What follows belongs to an exercise in optimizing a design on an open flow for small area and few clock cycles per item; a production flow would make more cautious choices. Where RTL was checked, it was by simulation tests only, not by an equivalence proof against the original. Power is estimated from default activity; no workload was simulated.

== build 91 ==
==> flow/design.v <==
package ref_seq_reader_pkg;
  localparam int ADDR_W = 25;
  localparam int LEN_W  = 25;
endpackage
module ref_seq_reader #(
  parameter int REF_LENGTH = 128,
  parameter int DRAM_WIDTH = 128,
  parameter int NB         = 3     
) (
  input  logic                  clk,
  input  logic                  rst,
  input  logic [ref_seq_reader_pkg::ADDR_W-1:0] ref_addr_in,
  input  logic [ref_seq_reader_pkg::LEN_W-1:0] ref_length_in,
  input  logic                  ref_info_valid_in,
  output logic [2*REF_LENGTH-1:0] ref_seq_block_out,
  output logic                  ref_seq_block_valid_out,
  input  logic                  ref_seq_block_rdy_in,
  output logic [ref_seq_reader_pkg::ADDR_W-1:0] dram_rd_addr_out,
  output logic                  dram_rd_req_out,
  input  logic                  dram_rd_ack_in,
  input  logic [DRAM_WIDTH-1:0] dram_rd_data_in,
  input  logic                  dram_rd_data_valid_in,
  output logic                  busy_out,
  output logic                  job_overflow_out
);
  localparam int AW = ref_seq_reader_pkg::ADDR_W;
  localparam int LW = ref_seq_reader_pkg::LEN_W;
  localparam int DW = DRAM_WIDTH;
  localparam int RW = $clog2(NB + 1);
  logic          cur_valid;
  logic [AW-1:0] rd_addr;
  logic [LW:0]   rem;           
  logic          pend_valid;
  logic [AW-1:0] pend_addr;
  logic [LW-1:0] pend_len;
  logic          overflow;
  logic [RW-1:0] res;           
  logic [DW-1:0] mem_lo [NB];
  logic [DW-1:0] mem_hi [NB];
  logic [NB-1:0] full;
  logic [NB-1:0] wp, rp;
  logic          wh;            
  logic          desc_ok, credit, req, ack, last, take, pop, push, head_full, byp, valid;
  logic [NB-1:0] sel;
  logic [DW-1:0] out_lo, out_hi;
  always_comb begin
    desc_ok   = ref_info_valid_in & (ref_length_in != '0);
    head_full = |(full & rp);
    byp       = ~head_full & dram_rd_data_valid_in & wh;
    valid     = head_full | byp;
    pop       = valid & ref_seq_block_rdy_in;
    push      = dram_rd_data_valid_in & wh;
    credit    = (res != RW'(NB)) | pop;
    req       = cur_valid & (rem[0] | credit);
    ack       = req & dram_rd_ack_in;
    last      = ack & (rem == (LW+1)'(1));
    take      = ack & ~rem[0];
  end
  always_ff @(posedge clk) begin
    if (rst) begin
      cur_valid  <= 1'b0;
      pend_valid <= 1'b0;
      overflow   <= 1'b0;
      res        <= '0;
      full       <= '0;
      wp         <= NB'(1);
      rp         <= NB'(1);
      wh         <= 1'b0;
    end else begin
      res <= res + RW'(take) - RW'(pop);
      if (ack) begin
        rd_addr <= rd_addr + AW'(1);
        rem     <= rem - (LW+1)'(1);
      end
      if (~cur_valid | last) begin
        cur_valid <= pend_valid;
        if (pend_valid) begin
          rd_addr <= pend_addr;
          rem     <= {pend_len, 1'b0};
        end
        pend_valid <= 1'b0;
      end
      if (desc_ok) begin
        if (pend_valid & cur_valid) begin
          overflow <= 1'b1;
        end else begin
          pend_valid <= 1'b1;
          pend_addr  <= ref_addr_in;
          pend_len   <= ref_length_in;
        end
      end
      if (dram_rd_data_valid_in) wh <= ~wh;
      if (push) wp <= {wp[NB-2:0], wp[NB-1]};
      if (pop) rp <= {rp[NB-2:0], rp[NB-1]};
      full <= (full | (push ? wp : '0)) & ~(pop ? rp : '0);
    end
  end
  always_ff @(posedge clk) begin
    for (int i = 0; i < NB; i++) begin
      if (dram_rd_data_valid_in && !wh && wp[i]) mem_lo[i] <= dram_rd_data_in;
      if (dram_rd_data_valid_in && wh && wp[i]) mem_hi[i] <= dram_rd_data_in;
    end
  end
  always_comb begin
    sel    = rp & full;
    out_lo = '0;
    out_hi = '0;
    for (int i = 0; i < NB; i++) begin
      out_lo = out_lo | ({DW{rp[i]}} & mem_lo[i]);
      out_hi = out_hi | ({DW{sel[i]}} & mem_hi[i]);
    end
    out_hi = out_hi | ({DW{~head_full}} & dram_rd_data_in);
  end
  assign ref_seq_block_out       = {out_hi, out_lo};
  assign ref_seq_block_valid_out = valid;
  assign dram_rd_req_out         = req;
  assign dram_rd_addr_out        = rd_addr;
  assign busy_out                = cur_valid | pend_valid | (res != '0);
  assign job_overflow_out        = overflow;
endmodule
Settings: LEC_CHECK=0, CAP_MARGIN=20, CORE_MARGIN=2, CORE_UTILIZATION=75, PLACE_DENSITY=0.85, SLEW_MARGIN=20; clock period 5.0 ns.
standard.sh (not shown) runs the stock make flow with config.mk's settings and CLKGATE_MAP_FILE= SYNTH_SCRIPT=/design/flow/synth_recipe.tcl, a recipe that flattens the netlist after the stock synthesis.
==> flow/flow/run.sh <==
#!/bin/bash
# The standard ORFS layout (standard.sh), with two changes to how it is built: the port
# buffers use the smallest buffer cell, and the clock tree is built from clkbuf_8 cells in
# sink clusters of up to 20 flip-flops within 40 um, without dummy loads.
# All of make's output goes to layout.log in the work folder; ORFS's own per-step logs stay
# under orfs/logs.
set -euo pipefail
bash standard.sh \
  "BUFFER_PORTS_ARGS=-buffer_cell sky130_fd_sc_hd__buf_1" \
  "CTS_ARGS=-sink_clustering_enable -repair_clock_nets -dont_use_dummy_load -buf_list sky130_fd_sc_hd__clkbuf_8 -sink_clustering_size 20 -sink_clustering_max_diameter 40" \
  finish > layout.log 2>&1
Testbench counts of build 91, summed over its fixed seeds: cycles 22,109, blocks 5,250.
Input changes introduced in build 32 (baseline for comparison: build 91):
Settings: PLACE_DENSITY: 0.85 -> 0.6; CORE_UTILIZATION: 75 -> 45.
==> flow/flow/run.sh <==
#!/bin/bash
# The standard ORFS layout (standard.sh), with two changes to how it is built: the port
# buffers use the smallest buffer cell, and the clock tree is built from clkbuf_8 cells in
# sink clusters of up to 15 flip-flops within 50 um, without dummy loads.
# All of make's output goes to layout.log in the work folder; ORFS's own per-step logs stay
# under orfs/logs.
set -euo pipefail
bash standard.sh \
  "BUFFER_PORTS_ARGS=-buffer_cell sky130_fd_sc_hd__buf_1" \
  "CTS_ARGS=-sink_clustering_enable -repair_clock_nets -dont_use_dummy_load -buf_list sky130_fd_sc_hd__clkbuf_8 -sink_clustering_size 15 -sink_clustering_max_diameter 50" \
  finish > layout.log 2>&1
==> comparison <==
Cell-internal power: build 32 > build 91
Diff build 32..build 91 | non-clock buffer area fraction after layout | negligible
Build 32 ended up with a higher final critical-path required period than build 91 did.
Comparing build 91 against build 32, there is no change at all in synthesized cell count.
Build 91 tops out at a higher clock frequency than build 32.
Compared to build 91, build 32 has routed metal-1 wire length 27% higher.
Compared with build 91, build 32 shows utilization of the core after routing lower by 33 points.
Build 32 has placer congestion estimate below what build 91 had.
[compare] base=build 91 new=build 32: worst setup slack after layout fell 200 ps, flip-flop and latch count about even, number of top-level pins about even.
### build 32 -> build 55
Settings: PLACE_DENSITY: 0.6 -> 0.85; CORE_UTILIZATION: 45 -> 75.
==> flow/flow/run.sh <==
#!/bin/bash
# The standard ORFS layout (standard.sh), with two changes to how it is built: the port
# buffers use the smallest buffer cell, and the clock tree is built from clkbuf_4 cells in
# sink clusters of up to 10 flip-flops within 30 um, without dummy loads.
# All of make's output goes to layout.log in the work folder; ORFS's own per-step logs stay
# under orfs/logs.
set -euo pipefail
bash standard.sh \
  "BUFFER_PORTS_ARGS=-buffer_cell sky130_fd_sc_hd__buf_1" \
  "CTS_ARGS=-sink_clustering_enable -repair_clock_nets -dont_use_dummy_load -buf_list sky130_fd_sc_hd__clkbuf_4 -sink_clustering_size 10 -sink_clustering_max_diameter 30" \
  finish > layout.log 2>&1
--- outcome ---
Worst hold slack was lower in build 55 than in build 32.
Comparing build 32 against build 55, there is no change at all in global route total overflow.
Between build 55 and build 32, it is build 55 whose later-pin clock latency in the skew report is higher, by 260 ps.
Build 55 vs build 32, clock-buffer cell count went up by about 50%.
Est. power | build 55 vs build 32 | build 55 lower
Build 55 against build 32: clock power moved down; layout overhead on the synthesized area moved down; placeable core region moved down; clock skew level; worst setup slack moved down.
Cmp build 55 vs build 32: critical path depth lower in build 55

---

Starts from the design.v that is shown in full above.
Settings: LEC_CHECK=0, CAP_MARGIN=20, CORE_MARGIN=2, CORE_UTILIZATION=45, PLACE_DENSITY=0.6, SLEW_MARGIN=20; clock period 5.0 ns.
==> flow/flow/run.sh <==
#!/bin/bash
# The standard ORFS layout (standard.sh), with two changes to how it is built: the port
# buffers use the smallest buffer cell, and the clock tree is built from clkbuf_4 cells in
# sink clusters of up to 10 flip-flops within 40 um, without dummy loads.
# All of make's output goes to layout.log in the work folder; ORFS's own per-step logs stay
# under orfs/logs.
set -euo pipefail
bash standard.sh \
  "BUFFER_PORTS_ARGS=-buffer_cell sky130_fd_sc_hd__buf_1" \
  "CTS_ARGS=-sink_clustering_enable -repair_clock_nets -dont_use_dummy_load -buf_list sky130_fd_sc_hd__clkbuf_4 -sink_clustering_size 10 -sink_clustering_max_diameter 40" \
  finish > layout.log 2>&1
The starting point completed without violations.
Testbench counts at the start, summed over its fixed seeds: cycles 22,109, blocks 5,250.
Edit:
==> flow/flow/run.sh (replaced) <==
#!/bin/bash
# The standard ORFS layout (standard.sh), with two changes to how it is built: the port
# buffers use the smallest buffer cell, and the clock tree is built from clkbuf_8 cells in
# sink clusters of up to 20 flip-flops within 30 um, without dummy loads.
# All of make's output goes to layout.log in the work folder; ORFS's own per-step logs stay
# under orfs/logs.
set -euo pipefail
bash standard.sh \
  "BUFFER_PORTS_ARGS=-buffer_cell sky130_fd_sc_hd__buf_1" \
  "CTS_ARGS=-sink_clustering_enable -repair_clock_nets -dont_use_dummy_load -buf_list sky130_fd_sc_hd__clkbuf_8 -sink_clustering_size 20 -sink_clustering_max_diameter 30" \
  finish > layout.log 2>&1
Settings changed: CORE_UTILIZATION 45 to 75, PLACE_DENSITY 0.6 to 0.85.
After rerunning: Register-to-register slack is better by 210 ps; routed wire length falls by 2.3%; critical path depth fell by 1; global-route usage came out higher by 14 points.
Edit:
==> flow/run.sh (new file) <==
#!/bin/bash
# synth_recipe.tcl (not shown) runs the flow's synth.tcl, then flattens the netlist and writes it again
# the make line also repeats each setting of config.mk as NAME=value (left out here)
make -C /OpenROAD-flow-scripts/flow DESIGN_CONFIG=/design/flow/config.mk WORK_HOME=/design/flow/orfs CLKGATE_MAP_FILE= SYNTH_SCRIPT=/design/flow/synth_recipe.tcl finish
Settings changed: CORE_UTILIZATION 75 to 45, PLACE_DENSITY 0.85 to 0.6.
removed: flow/flow/run.sh
removed: flow/standard.sh
After rerunning: Setup slack improved by 270 ps. Wire length increases by 6.1%. Combinational power increases by 34%. Sequential power decreases by about 0.5%. Clock-buffer cell count decreases by 27. Core utilization decreases by 29 points. Via count decreases by 5.1%. Final area increases by 12%.

---

## job 7494
// ref_seq_reader: RTL as listed in full above, without the edits since
==> flow/config.mk <==
export PLATFORM = sky130hd
export DESIGN_NAME = ref_seq_reader
export DESIGN_NICKNAME = ref_seq_reader
export VERILOG_FILES = /design/flow/design.v
export SDC_FILE = /design/flow/constraint.sdc
export NUM_CORES = 4
export LEC_CHECK = 0
export CAP_MARGIN = 20
export CORE_MARGIN = 2
export CORE_UTILIZATION = 75
export PLACE_DENSITY = 0.85
export SLEW_MARGIN = 20
==> flow/constraint.sdc <==
create_clock -name core_clock -period 5.0 [get_ports {clk}]
set_input_delay 1.0000 -clock core_clock [delete_from_list [all_inputs] [get_ports {clk}]]
set_output_delay 1.0000 -clock core_clock [all_outputs]
set_load 0.01 [all_outputs]
==> flow/flow/run.sh <==
#!/bin/bash
# The standard ORFS layout (standard.sh), with two changes to how it is built: the port
# buffers use the smallest buffer cell, and the clock tree is built from clkbuf_16 cells in
# sink clusters of up to 30 flip-flops within 40 um, without dummy loads.
# All of make's output goes to layout.log in the work folder; ORFS's own per-step logs stay
# under orfs/logs.
set -euo pipefail
bash standard.sh \
  "BUFFER_PORTS_ARGS=-buffer_cell sky130_fd_sc_hd__buf_1" \
  "CTS_ARGS=-sink_clustering_enable -repair_clock_nets -dont_use_dummy_load -buf_list sky130_fd_sc_hd__clkbuf_16 -sink_clustering_size 30 -sink_clustering_max_diameter 40" \
  finish > layout.log 2>&1
Testbench counts of job 7494, summed over its fixed seeds: cycles 22,109, blocks 5,250.
Here is what was changed in the inputs of job 8297 compared with job 7494.
Settings: CORE_UTILIZATION now 65, was 75; PLACE_DENSITY now 0.75, was 0.85.
==> flow/flow/run.sh <==
#!/bin/bash
# The standard ORFS layout (standard.sh), with two changes to how it is built: the port
# buffers use the smallest buffer cell, and the clock tree is built from clkbuf_4 cells in
# sink clusters of up to 8 flip-flops within 30 um, without dummy loads.
# All of make's output goes to layout.log in the work folder; ORFS's own per-step logs stay
# under orfs/logs.
set -euo pipefail
bash standard.sh \
  "BUFFER_PORTS_ARGS=-buffer_cell sky130_fd_sc_hd__buf_1" \
  "CTS_ARGS=-sink_clustering_enable -repair_clock_nets -dont_use_dummy_load -buf_list sky130_fd_sc_hd__clkbuf_4 -sink_clustering_size 8 -sink_clustering_max_diameter 30" \
  finish > layout.log 2>&1
Notes after the runs:
Per the final summary, job 8297 finished and its layout is clean on timing, DRC and antenna.
Post-CTS clock slew at the launch and capture registers of the worst setup and hold paths delta for job 8297 relative to job 7494: 30 ps higher
A path category of the worst min-delay check of flip-flop to flip-flop is what job 7494 shows, while input pin to flip-flop belongs to job 8297.
Between job 7494 and job 8297, the power density relative to cell area is higher for job 7494.
Taking job 7494 as the reference, in job 8297 utilization now smaller, total half-perimeter wirelength after legalization and detailed placement now smaller, share of layout cells above drive strength 1 now larger.
Job 7494 fits on a die that is smaller than the die of job 8297.
Met1 capacity usage during global routing (lower): job 8297
Final cell count of job 8297 exceeds that of job 7494 by a few percent.
Cmp job 7494 and job 8297 / total leakage power / lower: job 8297
The total routing usage reported by global routing of job 8297 falls short of that of job 7494 by 7.4 points.
--- input diff job 8297..job 5496 ---
Settings: changing PLACE_DENSITY from 0.75 to 0.85; changing CORE_UTILIZATION from 65 to 75.
==> flow/flow/run.sh <==
#!/bin/bash
# The standard ORFS layout (standard.sh), with two changes to how it is built: the port
# buffers use the smallest buffer cell, and the clock tree is built from clkbuf_8 cells in
# sink clusters of up to 15 flip-flops within 50 um, without dummy loads.
# All of make's output goes to layout.log in the work folder; ORFS's own per-step logs stay
# under orfs/logs.
set -euo pipefail
bash standard.sh \
  "BUFFER_PORTS_ARGS=-buffer_cell sky130_fd_sc_hd__buf_1" \
  "CTS_ARGS=-sink_clustering_enable -repair_clock_nets -dont_use_dummy_load -buf_list sky130_fd_sc_hd__clkbuf_8 -sink_clustering_size 15 -sink_clustering_max_diameter 50" \
  finish > layout.log 2>&1
## What came out
Total power of the final layout on job 5496 is ahead of job 8297.
Pre-CTS setup slack (job 5496 over job 8297): increase, 260 ps
Fraction of power consumed by the clock network, job 8297 and job 5496: lower on job 5496
Between job 8297 and job 5496, global-route track usage on met2 is lower for job 8297, job 5496 comes in above that.
Taking job 8297 as the reference point, the die width of job 5496 falls by 16 um.
Effective utilization at floorplan: job 5496 higher than job 8297
Job 5496 against job 8297: sequential fraction of total cell area now sits higher; worst-case setup margin in the final layout has increased; number of non-clock buffers comparable; largest voltage drop on the vdd net up about 20%.

---

ref_seq_reader, a different RTL version from the one above (not shown whole).
Size in the first run: about 2,400 cells after synthesis, ~880 flip-flops, about 470 I/O pins.
Settings: LEC_CHECK=0, CAP_MARGIN=20, CORE_MARGIN=2, CORE_UTILIZATION=45, PLACE_DENSITY=0.6, SLEW_MARGIN=20; clock period 5.0 ns.
==> flow/flow/run.sh <==
#!/bin/bash
# Standard ORFS layout with smaller port buffers and a leaner clock tree (no dummy loads,
# set sink clusters). All make output goes to layout.log in the work folder.
set -euo pipefail
bash standard.sh \
  "BUFFER_PORTS_ARGS=-buffer_cell sky130_fd_sc_hd__buf_1" \
  "CTS_ARGS=-sink_clustering_enable -repair_clock_nets -dont_use_dummy_load -buf_list sky130_fd_sc_hd__clkbuf_8 -sink_clustering_size 15 -sink_clustering_max_diameter 50" \
  finish > layout.log 2>&1
Edit:
==> flow/run.sh (new file) <==
#!/bin/bash
# synth_recipe.tcl (not shown) runs the flow's synth.tcl, then flattens the netlist and writes it again
# the make line also repeats each setting of config.mk as NAME=value (left out here)
make -C /OpenROAD-flow-scripts/flow DESIGN_CONFIG=/design/flow/config.mk WORK_HOME=/design/flow/orfs CLKGATE_MAP_FILE= SYNTH_SCRIPT=/design/flow/synth_recipe.tcl finish
removed: flow/flow/run.sh
removed: flow/standard.sh
Outcome: The new run ran to the end with no violations; utilization went up by 6.1 points; clock power went up by 76%; wire length went up by 3.3%; count of clock-buffer cells in the layout went up by 18; fmax went down by 4.4%; synthesized area stays the same.
No functional check of the RTL was part of any run of this note.

==> port drivers added, routing unchanged <==
How much do the figures lean on ideal ports? The routed layouts below were timed once more, with nothing changed but the port constraints.
Step 1: set_driving_cell puts a clkbuf_16 on clk and a buf_2 on each other input, an assumption about the parent block.
Step 2 also shifts input and output timing later by t, the mid clock arrival at the registers, as if the neighbouring blocks saw the same clock.
a / b / c = ideal / step 1 / step 2; a / b = the first two.
run | t, ns | setup WS [ns] | worst setup path at the end | worst data-port slew with drivers (ns) | cell pins on the clock port's net
build 91 | 0.733 | 0.602 / 0.547 / 1.017 | register to register | 0.10 | 1
build 32 | 0.752 | 0.407 / 0.341 / 0.831 | register to register | 0.10 | 1
build 55 | 1.022 | 0.324 / 0.267 / 1.082 | input to register | 0.10 | 1
the first run of note 2 | 0.922 | 0.283 / 0.217 / 0.863 | register to register | 0.10 | 1
the second run of note 2 | 0.800 | 0.497 / 0.441 / 1.049 | input to register | 0.10 | 1
the third run of note 2 | 0.713 | 0.765 / 0.693 / 0.888 | input to register | 0.11 | 1
job 7494 | 0.666 | 0.612 / 0.553 / 1.008 | register to register | 0.10 | 1
job 8297 | 1.007 | 0.341 / 0.283 / 0.835 | register to register | 0.11 | 1
job 5496 | 0.710 | 0.596 / 0.541 / 1.028 | register to register | 0.11 | 1
the first run of note 4 | 0.706 | 1.008 / 0.947 / 1.208 | input to register | 0.10 | 1
the second run of note 4 | 0.697 | 0.823 / 0.756 / 1.001 | input to output | 0.10 | 1
After both steps every run listed still meets setup and hold.
